Context: an optimization exercise on an open-source flow, tuned for small area, a short achievable clock period and few clock cycles per item. The choices shown serve that exercise and are no tape-out recipe.
Only simulation tests tie the RTL to the original design; equivalence was not proved.
Power is estimated from default activity; no workload was simulated.

$ cat design/flow/config.mk
export PLATFORM = sky130hd
export DESIGN_NAME = circular_queue_with_dump
export DESIGN_NICKNAME = circular_queue_with_dump
export VERILOG_FILES = /design/flow/design.v
export SDC_FILE = /design/flow/constraint.sdc
export NUM_CORES = 4
export LEC_CHECK = 0
export CAP_MARGIN = 20
export CORE_MARGIN = 2
export CORE_UTILIZATION = 40
export SLEW_MARGIN = 20
$ cat design/flow/constraint.sdc
create_clock -name core_clock -period 6.0 [get_ports {clk}]
set_input_delay 1.2000 -clock core_clock [delete_from_list [all_inputs] [get_ports {clk}]]
set_output_delay 1.2000 -clock core_clock [all_outputs]
set_load 0.01 [all_outputs]
$ cat design/flow/design.v
`timescale 1ns / 1ps
package cq_pkg;
  localparam int DEPTH  = 64;
  localparam int IDX_W  = $clog2(DEPTH);
  localparam int CAP_W  = 7;
  localparam int DATA_W = 32;
  localparam logic [CAP_W-1:0] CAP_RESET = 7'd64;
  localparam int OP_W   = 2 + DATA_W;
  localparam int RES_W  = 3 + DATA_W;
  typedef enum logic [1:0] {
    CMD_ENQ  = 2'd0,
    CMD_DEQ  = 2'd1,
    CMD_DISP = 2'd2,
    CMD_NONE = 2'd3
  } cmd_t;
  typedef enum logic [1:0] {
    OP_ENQ,
    OP_DEQ,
    OP_DISP
  } op_kind_t;
  typedef enum logic [1:0] {
    ST_OK        = 2'd0,
    ST_OVERFLOW  = 2'd1,
    ST_UNDERFLOW = 2'd2,
    ST_EMPTY     = 2'd3
  } status_t;
  typedef struct packed {
    op_kind_t                  kind;
    logic signed [DATA_W-1:0]  value;
  } op_t;
  typedef struct packed {
    status_t                   status;
    logic signed [DATA_W-1:0]  data;
    logic                      last;
  } res_t;
endpackage
`timescale 1ns / 1ps
module cq_front (
  input  logic                     clk,
  input  logic                     rst_n,
  input  logic                     in_push,
  output logic                     in_full,
  input  logic [1:0]               in_command,
  input  logic signed [cq_pkg::DATA_W-1:0] in_value,
  output logic                     op_valid,
  output cq_pkg::op_t                      op,
  input  logic                     op_take
);
  logic [cq_pkg::OP_W-1:0] q_r [2];
  logic       wp_r, wp_nxt;
  logic       rp_r, rp_nxt;
  logic [1:0] cnt_r, cnt_nxt;
  logic       accept, store, take;
  cq_pkg::op_t        new_op;
  assign in_full  = (cnt_r == 2'd2);
  assign op_valid = (cnt_r != 2'd0);
  assign op       = q_r[rp_r];
  assign accept = in_push && !in_full;
  assign store  = accept && (in_command != cq_pkg::CMD_NONE);
  assign take   = op_take && op_valid;
  always_comb begin
    new_op.value = in_value;
    case (in_command)
      cq_pkg::CMD_ENQ: new_op.kind = cq_pkg::OP_ENQ;
      cq_pkg::CMD_DEQ: new_op.kind = cq_pkg::OP_DEQ;
      default: new_op.kind = cq_pkg::OP_DISP;
    endcase
  end
  always_comb begin
    wp_nxt  = store ? ~wp_r : wp_r;
    rp_nxt  = take ? ~rp_r : rp_r;
    cnt_nxt = cnt_r + 2'(store) - 2'(take);
  end
  always_ff @(posedge clk) begin
    if (!rst_n) begin
      wp_r  <= 1'b0;
      rp_r  <= 1'b0;
      cnt_r <= 2'd0;
    end else begin
      wp_r  <= wp_nxt;
      rp_r  <= rp_nxt;
      cnt_r <= cnt_nxt;
    end
  end
  always_ff @(posedge clk) begin
    if (store) begin
      q_r[wp_r] <= new_op;
    end
  end
endmodule
`timescale 1ns / 1ps
module cq_back (
  input  logic             clk,
  input  logic             rst_n,
  input  logic             cfg_we,
  input  logic [cq_pkg::CAP_W-1:0] cfg_data,
  input  logic             op_valid,
  input  cq_pkg::op_t              op,
  output logic             op_take,
  input  logic             res_full,
  output logic             res_push,
  output cq_pkg::res_t             res
);
  typedef enum logic [1:0] {
    S_IDLE,
    S_DEQ,
    S_DISP
  } state_t;
  state_t             state_r, state_nxt;
  logic [cq_pkg::CAP_W-1:0]   cap_r;
  logic [cq_pkg::CAP_W-1:0]   eff_cap;
  logic [cq_pkg::IDX_W-1:0]   head_r, head_nxt;
  logic [cq_pkg::IDX_W-1:0]   tail_r, tail_nxt;
  logic               empty_r, empty_nxt;
  logic [cq_pkg::IDX_W-1:0]   ptr_r, ptr_nxt;
  logic [cq_pkg::IDX_W-1:0]   cnt_r, cnt_nxt;
  logic [cq_pkg::IDX_W-1:0]   succ_head, succ_tail, succ_ptr;
  logic               done;
  logic [cq_pkg::DATA_W-1:0]  mem [cq_pkg::DEPTH];
  logic [cq_pkg::DATA_W-1:0]  rd_data_r;
  logic               rd_en, wr_en;
  logic [cq_pkg::IDX_W-1:0]   rd_addr, wr_addr;
  function automatic logic [cq_pkg::IDX_W-1:0] succ(input logic [cq_pkg::IDX_W-1:0] i,
                                            input logic [cq_pkg::CAP_W-1:0] cap);
    logic [cq_pkg::CAP_W-1:0] n;
    n = cq_pkg::CAP_W'(i) + cq_pkg::CAP_W'(1);
    succ = (n >= cap) ? '0 : n[cq_pkg::IDX_W-1:0];
  endfunction
  always_comb begin
    if (cap_r == '0) begin
      eff_cap = cq_pkg::CAP_W'(1);
    end else if (cap_r > cq_pkg::CAP_W'(cq_pkg::DEPTH)) begin
      eff_cap = cq_pkg::CAP_W'(cq_pkg::DEPTH);
    end else begin
      eff_cap = cap_r;
    end
  end
  assign succ_head = succ(head_r, eff_cap);
  assign succ_tail = succ(tail_r, eff_cap);
  assign succ_ptr  = succ(ptr_r, eff_cap);
  assign done      = (ptr_r == tail_r) || (cnt_r == cq_pkg::IDX_W'(cq_pkg::DEPTH - 1));
  always_comb begin
    state_nxt  = state_r;
    head_nxt   = head_r;
    tail_nxt   = tail_r;
    empty_nxt  = empty_r;
    ptr_nxt    = ptr_r;
    cnt_nxt    = cnt_r;
    op_take    = 1'b0;
    res_push   = 1'b0;
    res.status = cq_pkg::ST_OK;
    res.data   = '0;
    res.last   = 1'b1;
    rd_en      = 1'b0;
    rd_addr    = head_r;
    wr_en      = 1'b0;
    wr_addr    = succ_tail;
    case (state_r)
      S_IDLE: begin
        if (op_valid && !res_full) begin
          op_take = 1'b1;
          case (op.kind)
            cq_pkg::OP_ENQ: begin
              res_push = 1'b1;
              if (empty_r) begin
                wr_en     = 1'b1;
                wr_addr   = '0;
                head_nxt  = '0;
                tail_nxt  = '0;
                empty_nxt = 1'b0;
              end else if (succ_tail == head_r) begin
                res.status = cq_pkg::ST_OVERFLOW;
              end else begin
                wr_en    = 1'b1;
                tail_nxt = succ_tail;
              end
            end
            cq_pkg::OP_DEQ: begin
              if (empty_r) begin
                res_push   = 1'b1;
                res.status = cq_pkg::ST_UNDERFLOW;
              end else begin
                rd_en     = 1'b1;
                state_nxt = S_DEQ;
                if (head_r == tail_r) begin
                  head_nxt  = '0;
                  tail_nxt  = '0;
                  empty_nxt = 1'b1;
                end else begin
                  head_nxt = succ_head;
                end
              end
            end
            cq_pkg::OP_DISP: begin
              if (empty_r) begin
                res_push   = 1'b1;
                res.status = cq_pkg::ST_EMPTY;
              end else begin
                rd_en     = 1'b1;
                ptr_nxt   = head_r;
                cnt_nxt   = '0;
                state_nxt = S_DISP;
              end
            end
            default: ;
          endcase
        end
      end
      S_DEQ: begin
        res.data = rd_data_r;
        if (!res_full) begin
          res_push  = 1'b1;
          state_nxt = S_IDLE;
        end
      end
      S_DISP: begin
        res.data = rd_data_r;
        res.last = done;
        if (!res_full) begin
          res_push = 1'b1;
          if (done) begin
            state_nxt = S_IDLE;
          end else begin
            ptr_nxt = succ_ptr;
            cnt_nxt = cnt_r + cq_pkg::IDX_W'(1);
            rd_en   = 1'b1;
            rd_addr = succ_ptr;
          end
        end
      end
      default: state_nxt = S_IDLE;
    endcase
  end
  always_ff @(posedge clk) begin
    if (!rst_n) begin
      state_r <= S_IDLE;
      cap_r   <= cq_pkg::CAP_RESET;
      head_r  <= '0;
      tail_r  <= '0;
      empty_r <= 1'b1;
      ptr_r   <= '0;
      cnt_r   <= '0;
    end else begin
      state_r <= state_nxt;
      if (cfg_we) begin
        cap_r <= cfg_data;
      end
      head_r  <= head_nxt;
      tail_r  <= tail_nxt;
      empty_r <= empty_nxt;
      ptr_r   <= ptr_nxt;
      cnt_r   <= cnt_nxt;
    end
  end
  always_ff @(posedge clk) begin
    if (wr_en) begin
      mem[wr_addr] <= op.value;
    end
    if (rd_en) begin
      rd_data_r <= mem[rd_addr];
    end
  end
endmodule
`timescale 1ns / 1ps
module cq_resq (
  input  logic                     clk,
  input  logic                     rst_n,
  input  logic                     res_push,
  input  cq_pkg::res_t                     res,
  output logic                     res_full,
  output logic                     out_empty,
  input  logic                     out_pop,
  output logic [1:0]               out_status,
  output logic signed [cq_pkg::DATA_W-1:0] out_data,
  output logic                     out_last
);
  logic [cq_pkg::RES_W-1:0] q_r [2];
  logic       wp_r, wp_nxt;
  logic       rp_r, rp_nxt;
  logic [1:0] cnt_r, cnt_nxt;
  logic       wr, rd;
  cq_pkg::res_t       head;
  assign res_full  = (cnt_r == 2'd2);
  assign out_empty = (cnt_r == 2'd0);
  assign head      = q_r[rp_r];
  assign out_status = head.status;
  assign out_data   = head.data;
  assign out_last   = head.last;
  assign wr = res_push && !res_full;
  assign rd = out_pop && !out_empty;
  always_comb begin
    wp_nxt  = wr ? ~wp_r : wp_r;
    rp_nxt  = rd ? ~rp_r : rp_r;
    cnt_nxt = cnt_r + 2'(wr) - 2'(rd);
  end
  always_ff @(posedge clk) begin
    if (!rst_n) begin
      wp_r  <= 1'b0;
      rp_r  <= 1'b0;
      cnt_r <= 2'd0;
    end else begin
      wp_r  <= wp_nxt;
      rp_r  <= rp_nxt;
      cnt_r <= cnt_nxt;
    end
  end
  always_ff @(posedge clk) begin
    if (wr) begin
      q_r[wp_r] <= res;
    end
  end
endmodule
`timescale 1ns / 1ps
module circular_queue_with_dump (
  input  logic                     clk,
  input  logic                     rst_n,
  input  logic                     cfg_we,
  input  logic [cq_pkg::CAP_W-1:0]         cfg_data,
  input  logic                     in_push,
  output logic                     in_full,
  input  logic [1:0]               in_command,
  input  logic signed [cq_pkg::DATA_W-1:0] in_value,
  output logic                     out_empty,
  input  logic                     out_pop,
  output logic [1:0]               out_status,
  output logic signed [cq_pkg::DATA_W-1:0] out_data,
  output logic                     out_last
);
  logic op_valid;
  cq_pkg::op_t  op;
  logic op_take;
  logic res_full;
  logic res_push;
  cq_pkg::res_t res;
  cq_front u_front (
    .clk        (clk),
    .rst_n      (rst_n),
    .in_push    (in_push),
    .in_full    (in_full),
    .in_command (in_command),
    .in_value   (in_value),
    .op_valid   (op_valid),
    .op         (op),
    .op_take    (op_take)
  );
  cq_back u_back (
    .clk      (clk),
    .rst_n    (rst_n),
    .cfg_we   (cfg_we),
    .cfg_data (cfg_data),
    .op_valid (op_valid),
    .op       (op),
    .op_take  (op_take),
    .res_full (res_full),
    .res_push (res_push),
    .res      (res)
  );
  cq_resq u_resq (
    .clk        (clk),
    .rst_n      (rst_n),
    .res_push   (res_push),
    .res        (res),
    .res_full   (res_full),
    .out_empty  (out_empty),
    .out_pop    (out_pop),
    .out_status (out_status),
    .out_data   (out_data),
    .out_last   (out_last)
  );
endmodule
$ cat design/flow/run.sh
#!/bin/bash
# synth_recipe.tcl (not shown) runs the flow's synth.tcl, then flattens the netlist and writes it again
# the make line also repeats each setting of config.mk as NAME=value (left out here)
make -C /OpenROAD-flow-scripts/flow DESIGN_CONFIG=/design/flow/config.mk WORK_HOME=/design/flow/orfs CLKGATE_MAP_FILE= SYNTH_SCRIPT=/design/flow/synth_recipe.tcl finish
==> qor.csv <==
metric,value,unit
status,no timing/DRC/antenna violations,
die_area,226000,um^2
hp-start,u_back.cnt_r[5],
grt_max_degree,110,
synth_top_cells_by_area,"edfxtp_1 75%, nand2_1 8.8%, nand3_1 4.1%, a31oi_1 1.9%, nand4_1 1.8%",
relSlewSlack,0.278,
cp_slowest_cell,o31ai_4,
avgSynthCellArea,13.4,um^2
fin_ws,0.363,ns
p_leak,33.4,nW
worstPathRequired,6.56,ns
rows,173,
wl_per_cell,25.7,um
critPathLaunchType,register,
areaGrowthSynthToFinish,13.6,%
die_x,475,um
cp_top_family,compound AO/OA/AOI/OAI gates,
skew,0.0523,ns
cts_max_level,4,
path_clk_slew,0.06,ns
worst_setup_path_end_kind,register,
maxCapViolCount,0,
synth_edf_count,2218,
postLayoutCellArea,101000,um^2
critical_path.max_fanout,43,
route.vias.total,55600,
vias_per_cell,5.62,
report.final.slew_viol_count,0,
place.gp.congestion,0.883,
path_class,register to register,
ys_warn_count,3,
slowest_delay,0.64,ns
coreArea,222000,um^2
drtAntennaViolNets,0,
finalHoldViolations,0,
postCtsHoldBufs,0,
syn_nets,6711,
async_flop_share,0,
num_io_pins,83,
yosysTopAreaCell,edfxtp_1,
cts_sinks,2262,
layout_min_cycle_time,5.64,ns
die_height,475,um
clk_latency,0.88,ns
drtIter0Drc,7595,
ys_ff_latch,2262,
critPathArrivalTime,6.19,ns
setup_viol,0,
drc,0,
clockRootBuffer,clkbuf_16,
post_cts_buffers,0,
first_pass_iters,7,
rsz0062_at_grt,false,
post_route_cells_drive_above_1_share,0.0962,
grt_usage,0.222,
netlist_area,88900,um^2
clock.fmax,0.177,GHz
synth_cells,6628,
crit_buf_inv,2,
ctsResizeCount,0,
placed_area,94200,um^2
ir_drop,231,uV
powerDensity,356,nW/um^2
fin_crit_sh,0.939,
fin_nets,6832,
preCtsSetupSlack,0.556,ns
cts_tree,yes,
gr-total-overflow,0,
reg2reg_from,u_back.ptr_r[0],
synth.distinct_cells,67,
grt_pass1_vias,52400,
io_buffer_count,82,
antenna_found_initial,16,
hpwlAfterDp,138,mm
routed_wirelength,255,mm
cts_made_buffers,225,
worstSetupStartpoint,u_back.ptr_r[0],
cp_cell_sequence,nand2_1 -> nor2_1 -> xor2_1 -> ha_1 -> and3_1 -> a221oi_2 -> o21a_2 -> nand2_1 -> o31ai_4 -> buf_4 -> buf_12 -> a32oi_1 -> and3_1 -> a31oi_1 -> nand4_1,
tightest_slew,1.08,ns
clk_path_buf_depth,3,
synth_flop_cell,edfxtp_1,
synth_top_area_share,0.749,
worstHoldPathType,register to register,
ys_seq_area_frac,0.759,
start_util,0.401,
grt_pass1_wl,367,mm
==> sequential cells by signal (all words and copies together) (netlist names), 2 cells and up, named ones only <==
signal,count
u_back.cnt_r,6
u_back.ptr_r,6
u_resq.cnt_r,2
u_resq.q_r,70
u_back.state_r,2
u_back.rd_data_r,32
u_back.tail_r,6
u_back.cap_r,7
u_front.q_r,68
u_front.cnt_r,2
u_back.mem,2048
u_back.head_r,6
==> placed cells by master (no fill, tap or decap), types with 31 or more instances in the layout <==
cell | netlist | layout
buf_4 | 28 | 173
nand2_1 | 2084 | 2084
mux2_2 | 68 | 59
nor2_1 | 68 | 61
a32oi_1 | 34 | 34
nor3_2 | 0 | 44
dfxtp_1 | 44 | 42
nand3_1 | 731 | 731
and2_1 | 39 | 37
clkbuf_1 | 129 | 67
edfxtp_1 | 2218 | 2218
ha_1 | 37 | 36
clkinv_1 | 2 | 57
clkbuf_16 | 0 | 225
a31oi_1 | 275 | 275
buf_12 | 0 | 44
clkinv_2 | 0 | 31
mux2i_1 | 45 | 45
clkdlybuf4s50_1 | 0 | 82
nand4_1 | 249 | 249
==> cells in the mapped netlist, drive strengths merged (11+ instances only) <==
master  instances
nor2           68
nand2b         12
mux2i          45
nand2        2084
nand3         731
nand4         249
a31oi         275
a32oi          34
and4           18
edfxtp       2218
o21ai          29
or4            20
buf           277
nor4           17
ha             37
xor2           19
inv            24
mux2           68
nor3           53
clkbuf        129
and3           23
a21oi          25
and2           39
a21o           11
xnor2          15
dfxtp          44
==> metal layers <==
metal  global-route usage  wire [um]
met1                0.319     108000
met2                0.351     119000
met3               0.0365      22700
met4               0.0557       5360
met5                    0         66
==> layout make-up <==
type	instances	area, um^2
antenna	3	7.51
clock buffer	293	5900
clock inverter	111	848
fill	19500	121000
inverter	26	97.6
multi-input combinational	3934	19900
sequential	2262	67500
tap	2975	3720
timing repair buffer	300	3030
==> stage by stage <==
stage          TNS [ns]  hold slack [ns]  utilization  power, mW  cells
3_5_place_dp          0            0.493        0.425       23.2   9496
6_report              0            0.502        0.456       35.9   9904
2_1_floorplan   -246.42            0.458            -       21.4   6628
4_1_cts               0            0.504        0.455       36.1   9900
3_3_place_gp          0            0.475        0.425       23.1   9496
5_1_grt               0            0.534        0.456       37.1   9902
==> cell families (layout without fill, tap and decap cells) <==
kind of cell / count (synthesis) / count (layout) / share of synthesized area
AO/OA/AOI/OAI: 409 / 409 / 0.0307
XOR/XNOR: 34 / 34 / 0.00335
adder cells (fa/ha/maj): 37 / 37 / 0.00521
buffers and inverters: 432 / 730 / 0.0231
flip-flops: 2262 / 2262 / 0.759
multiplexers: 113 / 113 / 0.0137
other: 0 / 3 / 0
AND/OR/NAND/NOR: 3341 / 3341 / 0.165
==> worst register-to-register path, cell delays in order (launching register included) <==
cell and delay, ns:
dfxtp_1 0.55, nand2_1 0.11, nor2_1 0.13, xor2_1 0.55
ha_1 0.36, and3_1 0.21, a221oi_2 0.36, o21a_2 0.42
nand2_1 0.15, o31ai_4 0.64, buf_4 0.34, buf_12 0.29
a32oi_1 0.19, and3_1 0.35, a31oi_1 0.43, nand4_1 0.27
==> path summary, 6_finish.rpt <==
| path | endpoint | slack (ns) | cells past startpoint |
|---|---|---|---|
| max | u_back.rd_data_r[13] | 0.36 | 15 |
| min | u_back.cnt_r[5] | 0.50 | 2 |
| max reg2reg | u_back.rd_data_r[13] | 0.36 | 15 |
| min reg2reg | u_back.cnt_r[5] | 0.50 | 2 |
==> power breakdown <==
part | internal, mW | switching [mW] | leakage [nW] | total, mW
Combinational | 1.10 | 2.85 | 9.78 | 3.94
Sequential | 18.8 | 0.179 | 20.3 | 18.9
Clock | 7.09 | 5.95 | 3.28 | 13.0
Total | 26.9 | 8.98 | 33.4 | 35.9
Testbench counts, summed over its fixed seeds: cycles 20,511, items 12,000.

[what the ideal ports hide]
No port has a modelled driver above. Below, the same layout with a new extraction and two added sets of constraints. Step 1 (the two cells are an assumption about what drives the block):
set clk [get_ports {clk}]
set_driving_cell -lib_cell sky130_fd_sc_hd__clkbuf_16 $clk
set_driving_cell -lib_cell sky130_fd_sc_hd__buf_2 [delete_from_list [all_inputs] $clk]
Step 2 moves the port delays by t, midway between the first and last clock arrival at a register: inputs arrive t later, outputs are due t later. That takes back most of the time a late clock gives input paths. Slacks: no drivers / after step 1 / after step 2; pairs: no drivers / after step 1.
t (ns): 0.937
setup slack, ns: 0.363 / 0.363 / 0.363
worst hold slack (ns): 0.502 / 0.502 / 0.502
clock arrival spread, ns: 0.057 / 0.056
slew at the worst register clock pin (ns): 0.07 / 0.07
After both steps this run still meets setup and hold. The setup slack of this run moves by 0.000 ns with the drivers and by 0.000 ns with both steps.
